Background: an optimization exercise with open tools, aiming at small area, a short achievable clock period and few clock cycles per item. Do not read the settings as production practice.
RTL that was checked went through simulation tests only; none was proved equivalent to the original.

==> inputs of run G <==
==> flow/design.v (excerpt) <==
module vedic_mult_seq
#(
  parameter int WIDTH = 64,
  parameter int DIGIT = 16
) (
  input  logic               clk,
  input  logic               rst_n,
  input  logic               in_valid_i,
  output logic               in_ready_o,
  input  logic [WIDTH-1:0]   a_i,
  input  logic [WIDTH-1:0]   b_i,
  input  logic               abort_i,
  output logic               busy_o,
  output logic               out_valid_o,
  input  logic               out_ready_i,
  output logic [2*WIDTH-1:0] p_o
);
==> module vedic_mult_seq, before the edit <==
module vedic_mult_seq
#(
  parameter int WIDTH = 64,
  parameter int DIGIT = 16
) (
  input  logic               clk,
  input  logic               rst_n,
  input  logic               in_valid_i,
  output logic               in_ready_o,
  input  logic [WIDTH-1:0]   a_i,
  input  logic [WIDTH-1:0]   b_i,
  input  logic               abort_i,
  output logic               busy_o,
  output logic               out_valid_o,
  input  logic               out_ready_i,
  output logic [2*WIDTH-1:0] p_o
);
  localparam int PW = 2 * WIDTH;
  localparam int NC = vedic_pkg::CS_BITS;
  localparam int NR = vedic_pkg::NROW;
  logic adv_q, v0_q, v1_q, e0_q, e1_q, e2_q, busy_q;
  logic adv_d, v0_d, v1_d, e0_d, e1_d, e2_d;
  logic [WIDTH-1:0] a_q;
  logic [NR-1:0]    one_q, two_q, neg_q;
  logic             top_q;
  logic [NC-1:0]    cs_q;
  logic [PW-1:0]    q0_q, q1_q, q2_q;
  logic [NC-1:0]    w_cs;
  logic [PW-1:0]    w_prod;
  logic [NR-1:0]    w_one, w_two, w_neg;
  vedic_booth_enc u_enc (
    .b_i   (b_i),
    .one_o (w_one),
    .two_o (w_two),
    .neg_o (w_neg)
  );
  vedic_pp_tree u_tree (
    .a_i  (a_q),
    .one  (one_q),
    .two  (two_q),
    .neg  (neg_q),
    .top_i(top_q),
    .cs_o (w_cs)
  );
  vedic_sum u_sum (
    .cs_i (cs_q),
    .p_o  (w_prod)
  );
  logic       w_accept, w_pop, w_push;
  logic [1:0] w_cnt;
  assign w_accept = in_valid_i & adv_q;
  assign w_pop    = e0_q & out_ready_i;
  assign w_push   = v1_q;
  always_comb begin
    w_cnt = 2'(e0_q) + 2'(e1_q) + 2'(e2_q) - 2'(w_pop) + 2'(w_push);
    if (abort_i) begin
      v0_d = w_accept;
      v1_d = 1'b0;
      e0_d = 1'b0;
      e1_d = 1'b0;
      e2_d = 1'b0;
    end else begin
      v0_d = adv_q ? in_valid_i : v0_q;
      v1_d = adv_q & v0_q;
      e0_d = (w_cnt != 2'd0);
      e1_d = w_cnt[1];
      e2_d = (w_cnt == 2'd3);
    end
    adv_d = (3'(e0_d) + 3'(e1_d) + 3'(e2_d) + 3'(v1_d) + 3'(v0_d)) <= 3'd3;
  end
  always_ff @(posedge clk or negedge rst_n) begin
    if (!rst_n) begin
      adv_q  <= 1'b1;
      v0_q   <= 1'b0;
      v1_q   <= 1'b0;
      e0_q   <= 1'b0;
      e1_q   <= 1'b0;
      e2_q   <= 1'b0;
      busy_q <= 1'b0;
    end else begin
      adv_q  <= adv_d;
      v0_q   <= v0_d;
      v1_q   <= v1_d;
      e0_q   <= e0_d;
      e1_q   <= e1_d;
      e2_q   <= e2_d;
      busy_q <= v0_d | v1_d | e0_d;
    end
  end
  always_ff @(posedge clk) begin
    if (adv_q) begin
      a_q   <= a_i;
      one_q <= w_one;
      two_q <= w_two;
      neg_q <= w_neg;
      top_q <= b_i[WIDTH-1];
    end
    cs_q <= w_cs;
    if (w_pop | ~e0_q) q0_q <= e1_q ? q1_q : w_prod;
    if (w_pop | ~e1_q) q1_q <= e2_q ? q2_q : w_prod;
    if (w_pop | ~e2_q) q2_q <= w_prod;
  end
  assign in_ready_o  = adv_q;
  assign busy_o      = busy_q;   
  assign out_valid_o = e0_q;
  assign p_o         = q0_q;
endmodule
clock: 12.0 ns
lec_check: 0
abc_area: 1
cap_margin: 20
core_margin: 2
core_utilization: 35
place_density: 0.45
slew_margin: 20
standard.sh (not shown) runs the stock make flow with config.mk's settings and CLKGATE_MAP_FILE= SYNTH_SCRIPT=/design/flow/synth_recipe.tcl, a recipe that flattens the netlist after the stock synthesis.
==> flow/flow/run.sh <==
#!/bin/bash
# The standard layout with these changes:
# - synthesis skips the generic ABC pass inside Yosys's synth (SYNTH_ARGS=-noabc), so that the
#   full adders of the multiplier tree are extracted without inverters between them; registers
#   and everything else in the synthesis stay as standard.sh makes them;
# - every port still gets its own buffer, but a plain buf_4 rather than the delay cell that
#   buffer_ports picks by default;
# - timing repair is asked to leave 7.6 ns of setup slack at the 12 ns clock, so that
#   repair_timing works on the real critical paths.
set -euo pipefail
export SYNTH_ARGS=-noabc
export BUFFER_PORTS_ARGS="-buffer_cell sky130_fd_sc_hd__buf_4"
export SETUP_SLACK_MARGIN=7.6
bash standard.sh > standard_flow.log 2>&1
==> run Y: changes against run G <==
--- a/flow/design.v
+++ b/flow/design.v
@@ -6199,6 +6199,7 @@
   localparam int NC = vedic_pkg::CS_BITS;
   localparam int NR = vedic_pkg::NROW;
   logic adv_q, v0_q, v1_q, e0_q, e1_q, e2_q, busy_q;
+  logic advn_q, e0n_q;
   logic adv_d, v0_d, v1_d, e0_d, e1_d, e2_d;
   logic [WIDTH-1:0] a_q;
   logic [NR-1:0]    one_q, two_q, neg_q;
@@ -6251,6 +6252,8 @@
   always_ff @(posedge clk or negedge rst_n) begin
     if (!rst_n) begin
       adv_q  <= 1'b1;
+      advn_q <= 1'b0;
+      e0n_q  <= 1'b1;
       v0_q   <= 1'b0;
       v1_q   <= 1'b0;
       e0_q   <= 1'b0;
@@ -6259,6 +6262,8 @@
       busy_q <= 1'b0;
     end else begin
       adv_q  <= adv_d;
+      advn_q <= ~adv_d;
+      e0n_q  <= ~e0_d;
       v0_q   <= v0_d;
       v1_q   <= v1_d;
       e0_q   <= e0_d;
@@ -6268,7 +6273,7 @@
     end
   end
   always_ff @(posedge clk) begin
-    if (adv_q) begin
+    if (!advn_q) begin
       a_q   <= a_i;
       one_q <= w_one;
       two_q <= w_two;
@@ -6276,9 +6281,9 @@
       top_q <= b_i[WIDTH-1];
     end
     cs_q <= w_cs;
-    if (w_pop | ~e0_q) q0_q <= e1_q ? q1_q : w_prod;
-    if (w_pop | ~e1_q) q1_q <= e2_q ? q2_q : w_prod;
-    if (w_pop | ~e2_q) q2_q <= w_prod;
+    if (out_ready_i | e0n_q) q0_q <= e1_q ? q1_q : w_prod;
+    if (out_ready_i | ~e1_q) q1_q <= e2_q ? q2_q : w_prod;
+    if (out_ready_i | ~e2_q) q2_q <= w_prod;
   end
   assign in_ready_o  = adv_q;
   assign busy_o      = busy_q;   
Settings changed: CAP_MARGIN 20 to 30, CORE_UTILIZATION 35 to 40, PLACE_DENSITY 0.45 to 0.55, SLEW_MARGIN 20 to 30.
==> qor summary <==
|  | run G | run Y |
|---|---|---|
| Count of placed standard cells including taps | 14937 | 14375 |
| R2R setup slack | 7.51 ns | 7.51 ns |
| First-pass GRT wire length | 805100 um | 757000 um |
| Share of Yosys cell area claimed by the top area cell type | 34.28% | 34.27% |
| Met3 Track Usage GR | 15.56% | 19.17% |
| Synth Area in XOR/XNOR | 16.25% | 16.25% |
| Routed wl met3 | 94840 um | 94980 um |
| Arrival time reported for the critical path endpoint | 5.23 ns | 5.16 ns |
| GRT Total Usage | 34.49% | 36.26% |
| Wire length reported by the detailed router | 617200 um | 554200 um |
| Metal-1 WL | 232800 um | 200800 um |
| Final std cells w/o fill | 15389 | 14709 |
| Worst R2R End | cs_q[277]$_DFF_P_ | cs_q[333]$_DFF_P_ |
| Tapcells inserted | 4325 | 3762 |
| Result of the run | no timing/DRC/antenna violations | no timing/DRC/antenna violations |
| Worst-skew pair later-pin latency | 0.87 ns | 0.86 ns |
| Multi-input gates | 8517 | 8510 |
Testbench counts of run Y, summed over its fixed seeds: cycles 1,624, items 1,600.
No functional check of the RTL was part of run G.

-- afterwards: timing with drivers on the ports --
The flow's constraints put no driver on any port. The routed layouts listed below were extracted and timed again, unchanged, in two steps.
Step 1: set_driving_cell puts a clkbuf_16 on clk and a buf_2 on each other input, an assumption about the parent block.
Step 2 moves the port delays by t, midway between the first and last clock arrival at a register: inputs arrive t later, outputs are due t later. That takes back most of the time a late clock gives input paths.
Three values: no drivers, after step 1, after step 2; two values: the first two.
run | shift t [ns] | setup WS [ns] | worst setup path after step 2 | worst data-port slew with drivers (ns)
run G | 0.956 | 7.509 / 7.509 / 6.906 | input to register | 0.12
run Y | 0.920 | 7.505 / 7.505 / 6.862 | input to register | 0.11
After both steps setup and hold are still met in every run listed. For run Y, which loses most, drivers alone change the setup slack by 0.000 ns; drivers and shift together by -0.643 ns.
